What follows belongs to an exercise in optimizing a design on an open flow for small area, a short achievable clock period and few clock cycles; a production flow would make more cautious choices.
The RTL was checked by simulation tests, not by an equivalence proof against the original design.
No activity file was given, so power comes from the tool's default toggle rates.

## net_core
module net_core (
    input  logic                      clk,
    input  logic                      n_reset,
    input  logic                      pkt_valid_i,
    input  logic [10-1:0] pkt_id_i,
    input  logic [1:0]                pkt_op_i,
    input  logic [8-1:0]  pkt_addr_i,
    input  logic [32-1:0]   pkt_data_i,
    output logic                      running_o,
    output logic                      exception_o,
    output logic                      trace_we_o,
    output logic [5-1:0]    trace_addr_o,
    output logic [32-1:0]   trace_data_o
);
    localparam logic [3:0] C_NOP  = 4'd0,  C_ADD  = 4'd1,  C_SUB  = 4'd2,
                           C_AND  = 4'd3,  C_OR   = 4'd4,  C_MOV  = 4'd5,
                           C_ADDI = 4'd6,  C_BEQZ = 4'd7,  C_BNEZ = 4'd8,
                           C_JALR = 4'd9,  C_DONE = 4'd10, C_JR   = 4'd11,
                           C_J    = 4'd12;
    localparam int NB = 4;   
    logic running_r;
    logic pkt_hit;
    logic start;
    logic reg_pkt;
    assign pkt_hit = pkt_valid_i && (pkt_id_i == 10'd1);
    assign start   = pkt_hit && !running_r && (pkt_op_i == 2'd0);
    assign reg_pkt = pkt_hit && !running_r && (pkt_op_i == 2'd2)
                     && (pkt_addr_i[7:5] == 3'd0) && (pkt_addr_i[4:0] != 5'd0);
    assign running_o = running_r;
    always_ff @(posedge clk)
    begin
        if (!n_reset)
            exception_o <= 1'b0;
        else if (pkt_hit && running_r && (pkt_op_i == 2'd0))
            exception_o <= 1'b1;
    end
    function automatic logic [13:0] encode(input logic [15:0] w);
        logic [3:0] c;
        logic       rd0;
        rd0 = (w[9:5] == 5'd0);
        case (w[15:10])
            6'h01:   c = rd0 ? C_NOP : C_ADD;
            6'h02:   c = rd0 ? C_NOP : C_SUB;
            6'h03:   c = rd0 ? C_NOP : C_AND;
            6'h04:   c = rd0 ? C_NOP : C_OR;
            6'h05:   c = rd0 ? C_NOP : C_MOV;
            6'h06:   c = rd0 ? C_NOP : C_ADDI;
            6'h07:   c = rd0 ? C_J   : C_BEQZ;
            6'h08:   c = rd0 ? C_NOP : C_BNEZ;
            6'h09:   c = rd0 ? C_JR  : C_JALR;
            6'h0A:   c = C_DONE;
            default: c = C_NOP;
        endcase
        encode = {c, w[9:0]};
    endfunction
    logic        iw_v;
    logic [7:0]  iw_a;
    logic [13:0] iw_d;
    always_ff @(posedge clk)
    begin
        if (!n_reset)
            iw_v <= 1'b0;
  ...
For scale: roughly 10,000 cells after synthesis, ~5,000 flip-flops, ~95 I/O pins.
clock: 7.2 ns
lec_check: 0
cap_margin: 20
core_margin: 2
core_utilization: 53
cts_cluster_diameter: 60
cts_cluster_size: 20
place_density: 0.65
setup_slack_margin: 4.0
slew_margin: 20
run.sh (not shown) runs the stock make flow with config.mk's settings and CLKGATE_MAP_FILE= SYNTH_SCRIPT=/design/flow/synth_recipe.tcl, a recipe that flattens the netlist after the stock synthesis.
Testbench counts at the start, summed over its fixed seeds: cycles 70,945.
Then changed:
--- a/flow/config.mk
+++ b/flow/config.mk
@@ -8,8 +8,5 @@
 export CAP_MARGIN = 20
 export CORE_MARGIN = 2
-export CORE_UTILIZATION = 53
-export CTS_CLUSTER_DIAMETER = 60
-export CTS_CLUSTER_SIZE = 20
-export PLACE_DENSITY = 0.65
-export SETUP_SLACK_MARGIN = 4.0
+export CORE_UTILIZATION = 40
+export SETUP_SLACK_MARGIN = 3.8
 export SLEW_MARGIN = 20
=> The changed run ran to the end with no violations. Power rose by about 6%. Routed wire length goes up by about 0.5%. Area after synthesis is unchanged. Combinational power is lower by about 8%. Fmax decreases by about 3%. Setup slack gets worse by 0.12 ns. Register-to-register slack got worse by 0.12 ns. Clock-buffer cell count climbs by 257. Die area is higher by about 32%. Synthesized cell count is unchanged.


## run A
Another version of the RTL of net_core (not shown whole).
Size: ~10000 cells after synthesis, ~5000 flip-flops, about 95 I/O pins.
Design net_core, start of the top module:
module net_core (
    input  logic                      clk,
    input  logic                      n_reset,
    input  logic                      pkt_valid_i,
    input  logic [10-1:0] pkt_id_i,
    input  logic [1:0]                pkt_op_i,
    input  logic [8-1:0]  pkt_addr_i,
    input  logic [32-1:0]   pkt_data_i,
    output logic                      running_o,
    output logic                      exception_o,
    output logic                      trace_we_o,
    output logic [5-1:0]    trace_addr_o,
    output logic [32-1:0]   trace_data_o
);
Settings: LEC_CHECK=0, CAP_MARGIN=20, CORE_MARGIN=2, CORE_UTILIZATION=40, SETUP_SLACK_MARGIN=3.5, SLEW_MARGIN=20; clock period 7.2 ns.
Testbench counts of run A, summed over its fixed seeds: cycles 70,945.
Here is what was changed in the inputs of run H compared with run A.
diff --git a/flow/config.mk b/flow/config.mk
--- a/flow/config.mk
+++ b/flow/config.mk
@@ -8,5 +8,7 @@
 export CAP_MARGIN = 20
 export CORE_MARGIN = 2
-export CORE_UTILIZATION = 40
+export CORE_UTILIZATION = 48
+export CTS_CLUSTER_DIAMETER = 60
+export CTS_CLUSTER_SIZE = 20
 export SETUP_SLACK_MARGIN = 3.5
 export SLEW_MARGIN = 20
==> run notes <==
Run A → run H: period utilization went down 0.69 points; count of buffers from port buffering held. Between run A and run H, the difference in area of all sequential standard cells is negligible. Taking run A as 1.0, run H lands at 1.06 on non-clock buffer count. Run H improves on run A in worst slack after detailed placement.

-- port drivers added, routing unchanged --
The flow's constraints put no driver on any port. The routed layouts listed below were extracted and timed again, unchanged, in two steps.
Step 1 (the two cells are an assumption about what drives the block):
set clk [get_ports {clk}]
set_driving_cell -lib_cell sky130_fd_sc_hd__clkbuf_16 $clk
set_driving_cell -lib_cell sky130_fd_sc_hd__buf_2 [delete_from_list [all_inputs] $clk]
Step 2 moves the port delays by t, midway between the first and last clock arrival at a register: inputs arrive t later, outputs are due t later. That takes back most of the time a late clock gives input paths.
Three values: no drivers, after step 1, after step 2; two values: the first two.
run | t (ns) | setup slack, ns | worst hold slack (ns) | clock arrival spread, ns | worst slew at a driven data input, ns
the first run of note 1 | 1.100 | 3.612 / 3.612 / 3.044 | 0.330 / 0.330 / 0.330 | 0.075 / 0.076 | 0.14
the second run of note 1 | 1.154 | 3.495 / 3.495 / 3.047 | 0.326 / 0.326 / 0.326 | 0.112 / 0.112 | 0.21
run A | 1.140 | 3.364 / 3.364 / 3.364 | 0.327 / 0.327 / 0.327 | 0.119 / 0.119 | 0.22
run H | 1.107 | 3.413 / 3.413 / 2.947 | 0.331 / 0.331 / 0.331 | 0.073 / 0.073 | 0.05
After both steps setup and hold are still met in every run listed. For the first run of note 1, which loses most, drivers alone change the setup slack by 0.000 ns; drivers and shift together by -0.568 ns.
